This is an optimization exercise on Yosys and OpenROAD, whose aim is small area and a short achievable clock period, not a production implementation. Only simulation tests tie the RTL to the original design; equivalence was not proved. No activity file was given, so power comes from the tool's default toggle rates. The clock port is modelled as an ideal driver; clocking choices that lean on that would not hold on a real chip.

==> inputs of job 4197 <==
==> flow/design.v <==
package pfs_pkg;
    localparam int WORD_W = 256;
    localparam int ADDR_W = 22;
    localparam int SLOTS  = 9;       
    localparam logic [1:0] F_IDLE  = 2'd0;
    localparam logic [1:0] F_HEAD  = 2'd1;
    localparam logic [1:0] F_HWAIT = 2'd2;
    localparam logic [1:0] F_BODY  = 2'd3;
endpackage
module pattern_fetch_send (
    input  logic                         pixel_clk,
    input  logic                         pixel_rst_n,
    input  logic                         start,
    input  logic [2:0]                   pixel_sync,    
    input  logic                         mem_ready,
    output logic [pfs_pkg::ADDR_W:0]     mem_req,       
    input  logic [pfs_pkg::WORD_W:0]     mem_rsp,       
    output logic [2:0]                   gen_sync,      
    output logic [23:0]                  gen_rgb        
);
    localparam int W = pfs_pkg::WORD_W;
    localparam int S = pfs_pkg::SLOTS;
    logic rsp_valid;
    logic de;
    assign rsp_valid = mem_rsp[W];
    assign de        = pixel_sync[2];
    logic [1:0]                 fst;
    logic                       req_q;
    logic [pfs_pkg::ADDR_W-1:0] addr_q;
    logic                       hcalc;       
    logic [23:0]                tb_hi;       
    logic [7:0]                 tail;        
    logic                       tail_nz;     
    logic [7:0]                 h_fill;
    logic [31:0]                pcnt;        
    logic [23:0]                wcnt;        
    logic [3:0]                 used;        
    logic                       wr_ok;       
    logic [3:0]                 tq;          
    logic [1:0]                 tq_w;
    logic [1:0]                 tq_r;
    logic acc, acc_body, lp_cur, ls_cur, cand, raise, pop, wr;
    logic empty_set;
    assign acc      = req_q && mem_ready;
    assign acc_body = acc && fst == pfs_pkg::F_BODY;
    assign lp_cur   = wcnt[23:1] == 23'd0 && wcnt[0] == !tail_nz;
    assign ls_cur   = lp_cur && pcnt == 32'd1;
    assign cand     = fst == pfs_pkg::F_BODY && (req_q ? (mem_ready && !ls_cur) : 1'b1);
    assign raise    = cand && (used != 4'(S) || pop);
    assign mem_req  = {req_q, addr_q};
    assign empty_set = (tb_hi == 24'd0 && tail == 8'd0) || pcnt == 32'd0;
    assign wr       = rsp_valid && wr_ok;
    always_ff @(posedge pixel_clk or negedge pixel_rst_n) begin
        if (!pixel_rst_n) begin
            fst    <= pfs_pkg::F_IDLE;
            req_q  <= 1'b0;
            addr_q <= '0;
            hcalc  <= 1'b0;
            used   <= '0;
            wr_ok  <= 1'b1;
            tq_w   <= '0;
            tq_r   <= '0;
        end else begin
            hcalc <= 1'b0;
            wr_ok <= !(fst == pfs_pkg::F_HEAD || (fst == pfs_pkg::F_HWAIT && !rsp_valid));
            if (acc) begin
                addr_q <= addr_q + 1'b1;
            end
            if (acc_body) begin
                tq_w <= tq_w + 2'd1;
            end
            if (wr) begin
                tq_r <= tq_r + 2'd1;
            end
            case (fst)
                pfs_pkg::F_IDLE: begin
                    if (hcalc && !empty_set) begin
                        fst <= pfs_pkg::F_BODY;
                    end else if (start) begin
                        fst    <= pfs_pkg::F_HEAD;
                        req_q  <= 1'b1;
                        addr_q <= '0;
                        used   <= '0;
                        tq_w   <= '0;
                        tq_r   <= '0;
                    end
                end
                pfs_pkg::F_HEAD: begin
                    if (mem_ready) begin
                        req_q <= 1'b0;
                        fst   <= pfs_pkg::F_HWAIT;
                    end
                end
                pfs_pkg::F_HWAIT: begin
                    if (rsp_valid) begin
                        hcalc <= 1'b1;
                        fst   <= pfs_pkg::F_IDLE;
                    end
                end
                default: begin
                    req_q <= (req_q && !mem_ready) || raise;
                    if (acc && ls_cur) begin
                        fst <= pfs_pkg::F_IDLE;
                    end
                end
            endcase
            if (fst == pfs_pkg::F_BODY || pop) begin
                used <= used + 4'(raise) - 4'(pop);
            end
        end
    end
    always_ff @(posedge pixel_clk) begin
        if (fst == pfs_pkg::F_HWAIT && rsp_valid) begin
            tb_hi  <= mem_rsp[255:232];
            tail   <= mem_rsp[231:224];
            pcnt   <= mem_rsp[223:192];
            h_fill <= mem_rsp[191:184];
        end
        if (hcalc) begin
            wcnt    <= tb_hi;
            tail    <= tail - 8'd1;
            tail_nz <= tail != 8'd0;
        end
        if (acc_body) begin
            tq[tq_w] <= lp_cur;
            if (lp_cur) begin
                wcnt <= tb_hi;
                pcnt <= pcnt - 32'd1;
            end else begin
                wcnt <= wcnt - 24'd1;
            end
        end
    end
    logic [W-1:0] slot [S];
    logic [S-1:0] lp;        
    logic [S-1:0] v;         
    logic [S-1:0] ld;        
    logic [S-1:0] gap;       
    logic         to0;       
    always_comb begin
        gap[0] = !v[0];
        for (int i = 1; i < S; i++) begin
            gap[i] = gap[i-1] || !v[i];
        end
        to0 = wr && (!v[0] || pop) && v[S-1:1] == '0;
        for (int i = 0; i < S - 1; i++) begin
            ld[i] = v[i+1] && (gap[i] || pop);
        end
        ld[0]   = ld[0] || to0;
        ld[S-1] = wr && !to0;
    end
    always_ff @(posedge pixel_clk) begin
        if (ld[0]) begin
            slot[0] <= to0 ? mem_rsp[W-1:0] : slot[1];
            lp[0]   <= to0 ? tq[tq_r] : lp[1];
        end
        for (int i = 1; i < S - 1; i++) begin
            if (ld[i]) begin
                slot[i] <= slot[i+1];
                lp[i]   <= lp[i+1];
            end
        end
        if (ld[S-1]) begin
            slot[S-1] <= mem_rsp[W-1:0];
            lp[S-1]   <= tq[tq_r];
        end
    end
    always_ff @(posedge pixel_clk or negedge pixel_rst_n) begin
        if (!pixel_rst_n) begin
            v <= '0;
        end else begin
            v[0] <= ld[0] || (v[0] && !pop);
            for (int i = 1; i < S; i++) begin
                v[i] <= ld[i] || (v[i] && !ld[i-1]);
            end
        end
    end
    logic [7:0] bit_idx;
    logic [7:0] fill;        
    logic       cur_bit;
    logic       last_bit;
    assign cur_bit  = slot[0][~bit_idx];
    assign last_bit = bit_idx == 8'hff || (lp[0] && bit_idx == tail);
    assign pop      = de && v[0] && fill == 8'd0 && last_bit;
    always_ff @(posedge pixel_clk or negedge pixel_rst_n) begin
        if (!pixel_rst_n) begin
            bit_idx <= '0;
            fill    <= '0;
        end else begin
            if (hcalc) begin
                bit_idx <= '0;
                fill    <= h_fill;
            end else if (de && v[0]) begin
                if (fill == 8'd0) begin
                    fill    <= h_fill;
                    bit_idx <= last_bit ? 8'd0 : bit_idx + 8'd1;
                end else begin
                    fill <= fill - 8'd1;
                end
            end
        end
    end
    logic show;
    logic white_r, white_g, black_b;
    assign show = de && v[0] && cur_bit;
    always_ff @(posedge pixel_clk or negedge pixel_rst_n) begin
        if (!pixel_rst_n) begin
            gen_sync <= 3'b011;
            white_r  <= 1'b1;
            black_b  <= 1'b0;
        end else begin
            gen_sync <= pixel_sync;
            white_r  <= !show;
            black_b  <= show;
        end
    end
    always_ff @(posedge pixel_clk) begin
        white_g <= !show;
    end
    assign gen_rgb = {{8{white_r}}, {8{white_g}}, {8{~black_b}}};
endmodule
==> flow/flow/run.sh <==
#!/bin/bash
# Standard layout, with timing repair aimed below the clock period,
# single-drive port buffers and a clock tree without dummy loads.
set -euo pipefail
CTS="-sink_clustering_enable -repair_clock_nets -sink_clustering_size 25 -sink_clustering_max_diameter 80 -buf_list {sky130_fd_sc_hd__clkbuf_8 sky130_fd_sc_hd__clkbuf_16} -dont_use_dummy_load"
bash standard.sh SETUP_SLACK_MARGIN=8.3 "BUFFER_PORTS_ARGS=-buffer_cell sky130_fd_sc_hd__buf_2" "CTS_ARGS=$CTS" finish > flow_make.log 2>&1
==> flow/standard.sh <==
#!/bin/bash
# synth_recipe.tcl (not shown) runs the flow's synth.tcl, then flattens the netlist and writes it again
# the make line also repeats each setting of config.mk as NAME=value (left out here)
make -C /OpenROAD-flow-scripts/flow DESIGN_CONFIG=/design/flow/config.mk WORK_HOME=/design/flow/orfs CLKGATE_MAP_FILE= SYNTH_SCRIPT=/design/flow/synth_recipe.tcl "${@:-finish}"
==> flow/config.mk <==
export PLATFORM = sky130hd
export DESIGN_NAME = pattern_fetch_send
export DESIGN_NICKNAME = pattern_fetch_send
export VERILOG_FILES = /design/flow/design.v
export SDC_FILE = /design/flow/constraint.sdc
export NUM_CORES = 4
export LEC_CHECK = 0
export CAP_MARGIN = 20
export CORE_MARGIN = 2
export CORE_UTILIZATION = 40
export CTS_BUF_LIST = sky130_fd_sc_hd__clkbuf_8 sky130_fd_sc_hd__clkbuf_16
export CTS_CLUSTER_DIAMETER = 80
export CTS_CLUSTER_SIZE = 25
export SLEW_MARGIN = 20
==> flow/constraint.sdc <==
create_clock -name core_clock -period 12.0 [get_ports {pixel_clk}]
set_input_delay 2.4000 -clock core_clock [delete_from_list [all_inputs] [get_ports {pixel_clk}]]
set_output_delay 2.4000 -clock core_clock [all_outputs]
set_load 0.01 [all_outputs]
==> job 2553 (differences from job 4197) <==
--- a/flow/design.v
+++ b/flow/design.v
@@ -202,5 +202,3 @@
     end
-    logic show;
-    logic white_r, white_g, black_b;
-    assign show = de && v[0] && cur_bit;
+    logic black_q;
     always_ff @(posedge pixel_clk or negedge pixel_rst_n) begin
@@ -208,14 +206,9 @@
             gen_sync <= 3'b011;
-            white_r  <= 1'b1;
-            black_b  <= 1'b0;
+            black_q  <= 1'b0;
         end else begin
             gen_sync <= pixel_sync;
-            white_r  <= !show;
-            black_b  <= show;
-        end
-    end
-    always_ff @(posedge pixel_clk) begin
-        white_g <= !show;
-    end
-    assign gen_rgb = {{8{white_r}}, {8{white_g}}, {8{~black_b}}};
+            black_q  <= de && v[0] && cur_bit;
+        end
+    end
+    assign gen_rgb = {24{~black_q}};
 endmodule
==> flow/flow/run.sh (replaced) <==
#!/bin/bash
# Standard layout, with timing repair aimed below the clock period and
# single-drive port buffers.
set -euo pipefail
bash standard.sh SETUP_SLACK_MARGIN=8.1 "BUFFER_PORTS_ARGS=-buffer_cell sky130_fd_sc_hd__buf_2" finish > flow_make.log 2>&1
Settings changed: CTS_BUF_LIST sky130_fd_sc_hd__clkbuf_8 sky130_fd_sc_hd__clkbuf_16 to sky130_fd_sc_hd__clkbuf_4 sky130_fd_sc_hd__clkbuf_8, CTS_CLUSTER_DIAMETER 80 to default, CTS_CLUSTER_SIZE 25 to default.
==> job 9581 (differences from job 4197) <==
--- a/flow/design.v
+++ b/flow/design.v
@@ -202,5 +202,3 @@
     end
-    logic show;
-    logic white_r, white_g, black_b;
-    assign show = de && v[0] && cur_bit;
+    logic black_q;
     always_ff @(posedge pixel_clk or negedge pixel_rst_n) begin
@@ -208,14 +206,9 @@
             gen_sync <= 3'b011;
-            white_r  <= 1'b1;
-            black_b  <= 1'b0;
+            black_q  <= 1'b0;
         end else begin
             gen_sync <= pixel_sync;
-            white_r  <= !show;
-            black_b  <= show;
-        end
-    end
-    always_ff @(posedge pixel_clk) begin
-        white_g <= !show;
-    end
-    assign gen_rgb = {{8{white_r}}, {8{white_g}}, {8{~black_b}}};
+            black_q  <= de && v[0] && cur_bit;
+        end
+    end
+    assign gen_rgb = {24{~black_q}};
 endmodule
==> flow/flow/run.sh (replaced) <==
#!/bin/bash
# Standard layout, with timing repair aimed below the clock period,
# single-drive port buffers and a clock tree without dummy loads.
set -euo pipefail
CTS="-sink_clustering_enable -repair_clock_nets -sink_clustering_size 30 -sink_clustering_max_diameter 100 -buf_list {sky130_fd_sc_hd__clkbuf_8 sky130_fd_sc_hd__clkbuf_16} -dont_use_dummy_load"
bash standard.sh SETUP_SLACK_MARGIN=8.1 "BUFFER_PORTS_ARGS=-buffer_cell sky130_fd_sc_hd__buf_2" "CTS_ARGS=$CTS" finish > flow_make.log 2>&1
Settings changed: CTS_CLUSTER_DIAMETER 80 to 100, CTS_CLUSTER_SIZE 25 to 30.
==> comparison table <==
quantity	job 9581	job 2553	job 4197
Slowest stage delay, CP	390 ps	370 ps	600 ps
Count of cells along the worst register-to-register path	10	8	9
Vias	35200	37100	35400
DPL Wire Length	105000 um	105000 um	102000 um
Synthesized-area fraction occupied by and/or/nand/nor cells	0.0232	0.0232	0.0233
Cell leakage power	29.1 nW	31.8 nW	29.6 nW
Highest achievable clock rate	246 MHz	238 MHz	257 MHz
Sw frac	0.220	0.223	0.215
Routed wire length	179000 um	182000 um	179000 um
Outcome	finished clean	finished clean	finished clean
Critical Path Source	black_q	black_q	white_r
Total sequential power	9.99 mW	9.99 mW	9.98 mW
Die width	460 um	460 um	461 um

afterwards: timing with drivers on the ports:
The flow's constraints put no driver on any port. The routed layouts listed below were extracted and timed again, unchanged, in two steps. Step 1, drivers: a clkbuf_16 drives pixel_clk and a buf_2 each remaining input, both assumed. Step 2, shift: input delay + t, output delay - t, t = (earliest + latest rising clock arrival at the registers) / 2. This alone moves slack from input paths to output paths. Three values: ideal ports, drivers, drivers and shift; two values: the first two.
run | t (ns) | setup WS [ns] | hold slack, ns | worst setup path after step 2
job 4197 | 0.832 | 8.111 / 8.029 / 7.482 | 0.355 / 0.355 / 0.355 | input to register
job 2553 | 1.079 | 7.795 / 7.714 / 7.052 | 0.361 / 0.361 / 0.361 | input to register
job 9581 | 0.811 | 7.935 / 7.848 / 7.288 | 0.353 / 0.353 / 0.353 | input to register
After both steps every run listed still meets setup and hold. The setup slack of job 2553, which loses most, moves by -0.081 ns with the drivers and by -0.743 ns with both steps.
